Background: an optimization exercise with open tools, aiming at small area and a short achievable clock period. Do not read the settings as production practice. In this exercise RTL edits were held to simulation tests only and were not proved equivalent to the original. Power is estimated from default activity; no workload was simulated.

== run A ==
// mem_stage
module mem_stage (
    input  wire                       clk,
    input  wire                       rst_n,
    input  wire                       valid,
    input  mem_stage_pkg::mem_op_t    op,
    input  mem_stage_pkg::byte_addr_t addr,
    input  mem_stage_pkg::word_t      wdata,
    output mem_stage_pkg::word_t      rdata,
    output logic                      rdata_valid,
    output logic                      misaligned
);
Size: ~4600 cells after synthesis, about 81 I/O pins.
Settings: LEC_CHECK=0, CAP_MARGIN=20, CORE_MARGIN=2, CORE_UTILIZATION=58, SETUP_SLACK_MARGIN=2.55, SLEW_MARGIN=20; clock period 5.5 ns.
standard.sh (not shown) runs the stock make flow with config.mk's settings and CLKGATE_MAP_FILE= SYNTH_SCRIPT=/design/flow/synth_recipe.tcl, a recipe that flattens the netlist after the stock synthesis.
==> flow/flow/run.sh <==
#!/bin/bash
# Standard ORFS layout (standard synthesis) with these changes:
# - the resizer may swap a cell for one with a different footprint, so the
#   port buffers and other cells can be sized freely;
# - port buffers start as buf_2;
# - the pins of the misaligned check sit together (flow/io.tcl);
# - clock tree sinks are clustered in larger groups with smaller buffers,
#   and no dummy loads are added.
set -euo pipefail
bash standard.sh synth > synth.log 2>&1
bash standard.sh MATCH_CELL_FOOTPRINT=0 \
  "BUFFER_PORTS_ARGS=-buffer_cell sky130_fd_sc_hd__buf_2" \
  "PRE_IO_PLACEMENT_TCL=$PWD/flow/io.tcl" \
  "CTS_ARGS=-sink_clustering_enable -repair_clock_nets -sink_clustering_size 16 -sink_clustering_max_diameter 50 -dont_use_dummy_load -buf_list {sky130_fd_sc_hd__clkbuf_4 sky130_fd_sc_hd__clkbuf_8}" \
  finish > layout.log 2>&1
==> flow/flow/io.tcl <==
# Keep the pins of the combinational alignment check together, so that
# the input-to-output path of misaligned stays short.
set_io_pin_constraint -group -order -pin_names {op[3] op[2] op[1] op[0] valid addr[1] addr[0] misaligned}
Here is what was changed in the inputs of run B compared with run A.
- SETUP_SLACK_MARGIN: 2.55 -> 2.5
- CORE_UTILIZATION: 58 -> 64
--- outcome ---
Run B against run A; number of gates resized after CTS is up by a little under 10%.
Wire length delta (run B − run A): favourable
Run A has lower critical path depth than run B.
Relative to run A, the initial antenna violation count of run B is lower by 10.
--- input diff run B..run C ---
- SETUP_SLACK_MARGIN: 2.5 -> 2.4
- CORE_UTILIZATION: 64 -> 62
diff --git a/flow/flow/run.sh b/flow/flow/run.sh
--- a/flow/flow/run.sh
+++ b/flow/flow/run.sh
@@ -5,3 +5,2 @@
 # - port buffers start as buf_2;
-# - the pins of the misaligned check sit together (flow/io.tcl);
 # - clock tree sinks are clustered in larger groups with smaller buffers,
@@ -12,3 +11,2 @@
   "BUFFER_PORTS_ARGS=-buffer_cell sky130_fd_sc_hd__buf_2" \
-  "PRE_IO_PLACEMENT_TCL=$PWD/flow/io.tcl" \
   "CTS_ARGS=-sink_clustering_enable -repair_clock_nets -sink_clustering_size 16 -sink_clustering_max_diameter 50 -dont_use_dummy_load -buf_list {sky130_fd_sc_hd__clkbuf_4 sky130_fd_sc_hd__clkbuf_8}" \
removed: flow/flow/io.tcl
--- outcome ---
Run C vs run B on placer congestion estimate: run C is the lower one. The number of global-route vias before repair number comes out lower for run B vs run C. Of run B and run C, the lower post-cts sizing count belongs to run C. Looking at run B and run C, the part of the total power dissipated in the clock network is a wash. For run C, the end point of the critical path was misaligned, unlike run B, where it was u_load_extract.rdata[2].

---

mem_stage again, from the RTL that the note above started with.
Settings: LEC_CHECK=0, CAP_MARGIN=20, CORE_MARGIN=2, CORE_UTILIZATION=62, SETUP_SLACK_MARGIN=2.4, SLEW_MARGIN=20; clock period 5.5 ns.
==> flow/flow/run.sh <==
#!/bin/bash
# Standard ORFS layout (standard synthesis) with these changes:
# - the resizer may swap a cell for one with a different footprint, so the
#   port buffers and other cells can be sized freely;
# - port buffers start as buf_2;
# - the pins of the misaligned check sit together (flow/io.tcl);
# - clock tree sinks are clustered in larger groups with smaller buffers,
#   and no dummy loads are added.
set -euo pipefail
bash standard.sh synth > synth.log 2>&1
bash standard.sh MATCH_CELL_FOOTPRINT=0 \
  "BUFFER_PORTS_ARGS=-buffer_cell sky130_fd_sc_hd__buf_2" \
  "PRE_IO_PLACEMENT_TCL=$PWD/flow/io.tcl" \
  "CTS_ARGS=-sink_clustering_enable -repair_clock_nets -sink_clustering_size 16 -sink_clustering_max_diameter 50 -dont_use_dummy_load -buf_list {sky130_fd_sc_hd__clkbuf_4 sky130_fd_sc_hd__clkbuf_8}" \
  finish > layout.log 2>&1
==> flow/flow/io.tcl <==
# Keep the pins of the combinational alignment check together, so that
# the input-to-output path of misaligned stays short.
set_io_pin_constraint -group -order -pin_names {op[3] op[2] op[1] op[0] valid addr[1] addr[0] misaligned}
The first run went through all stages and came out clean.
Next try:
==> flow/run.sh (new file) <==
#!/bin/bash
# synth_recipe.tcl (not shown) runs the flow's synth.tcl, then flattens the netlist and writes it again
# the make line also repeats each setting of config.mk as NAME=value (left out here)
make -C /OpenROAD-flow-scripts/flow DESIGN_CONFIG=/design/flow/config.mk WORK_HOME=/design/flow/orfs CLKGATE_MAP_FILE= SYNTH_SCRIPT=/design/flow/synth_recipe.tcl finish
--- a/flow/config.mk
+++ b/flow/config.mk
@@ -10,0 +11,3 @@
+export CTS_BUF_LIST = sky130_fd_sc_hd__clkbuf_4 sky130_fd_sc_hd__clkbuf_8
+export CTS_CLUSTER_DIAMETER = 50
+export CTS_CLUSTER_SIZE = 16
removed: flow/flow/run.sh
removed: flow/flow/io.tcl
removed: flow/standard.sh
Outcome:
- die area stays the same
- via count drops by about 0.54%
- wire length drops by 0.66%
Next try:
==> flow/flow/run.sh (new file) <==
#!/bin/bash
# Standard ORFS layout (standard synthesis) with these changes:
# - the resizer may swap a cell for one with a different footprint, so the
#   port buffers and other cells can be sized freely;
# - port buffers start as buf_2;
# - the pins of the misaligned check sit together (flow/io.tcl);
# - clock tree sinks are clustered in larger groups with smaller buffers,
#   and no dummy loads are added.
set -euo pipefail
bash standard.sh synth > synth.log 2>&1
bash standard.sh MATCH_CELL_FOOTPRINT=0 \
  "BUFFER_PORTS_ARGS=-buffer_cell sky130_fd_sc_hd__buf_2" \
  "PRE_IO_PLACEMENT_TCL=$PWD/flow/io.tcl" \
  "CTS_ARGS=-sink_clustering_enable -repair_clock_nets -sink_clustering_size 16 -sink_clustering_max_diameter 50 -dont_use_dummy_load -buf_list {sky130_fd_sc_hd__clkbuf_4 sky130_fd_sc_hd__clkbuf_8}" \
  finish > layout.log 2>&1
==> flow/flow/io.tcl (new file) <==
# Keep the pins of the combinational alignment check together, so that
# the input-to-output path of misaligned stays short.
set_io_pin_constraint -group -order -pin_names {op[3] op[2] op[1] op[0] valid addr[1] addr[0] misaligned}
==> flow/standard.sh (new file) <==
#!/bin/bash
# synth_recipe.tcl (not shown) runs the flow's synth.tcl, then flattens the netlist and writes it again
# the make line also repeats each setting of config.mk as NAME=value (left out here)
make -C /OpenROAD-flow-scripts/flow DESIGN_CONFIG=/design/flow/config.mk WORK_HOME=/design/flow/orfs CLKGATE_MAP_FILE= SYNTH_SCRIPT=/design/flow/synth_recipe.tcl "${@:-finish}"
--- a/flow/config.mk
+++ b/flow/config.mk
@@ -11,4 +11 @@
-export CTS_BUF_LIST = sky130_fd_sc_hd__clkbuf_4 sky130_fd_sc_hd__clkbuf_8
-export CTS_CLUSTER_DIAMETER = 50
-export CTS_CLUSTER_SIZE = 16
-export SETUP_SLACK_MARGIN = 2.4
+export SETUP_SLACK_MARGIN = 2.6
removed: flow/run.sh
What happened:
- via count increases by 0.88%
- clock-buffer cell count shrinks by 16
- global-route usage grows by 1.4 points
- final cell count came out lower by 2.8%
- setup slack gains 0.27 ns
- synthesized cell count stays the same
- first-iteration DRC count grows by 1.8%
- wire length is higher by 3.0%
- fmax goes up by 8.8%

==> afterwards: timing with drivers on the ports <==
In the flow no input, the clock included, has a driving cell. The finished layouts below were timed again as built, in two steps. Step 1, drivers: a clkbuf_16 drives clk and a buf_2 each remaining input, both assumed. Step 2 adds t to the input delays and takes it off the output delays; t is the mean of the earliest and latest rising clock arrival at the registers after step 1. Input paths then give back, and output paths get back, about the clock's delay inside the block. Slacks: ideal / step 1 / step 2; pairs: ideal / step 1.
run | t (ns) | slack for setup (ns) | clock arrival spread, ns | worst data-port slew with drivers (ns) | cell pins on the clock port's net
run A | 1.002 | 2.375 / 2.225 / 1.223 | 0.088 / 0.088 | 0.31 | 1
run B | 1.029 | 2.296 / 2.075 / 1.046 | 0.093 / 0.094 | 0.35 | 1
run C | 1.053 | 2.314 / 2.245 / 1.192 | 0.130 / 0.130 | 0.23 | 1
the first run of note 2 | 1.026 | 2.202 / 2.090 / 1.065 | 0.115 / 0.115 | 0.23 | 1
the second run of note 2 | 1.047 | 2.192 / 2.151 / 1.104 | 0.056 / 0.056 | 0.19 | 1
the third run of note 2 | 1.020 | 2.461 / 2.292 / 1.272 | 0.155 / 0.155 | 0.34 | 1
After both steps every run listed still meets setup and hold. For run B, which loses most, drivers alone change the setup slack by -0.221 ns; drivers and shift together by -1.250 ns.
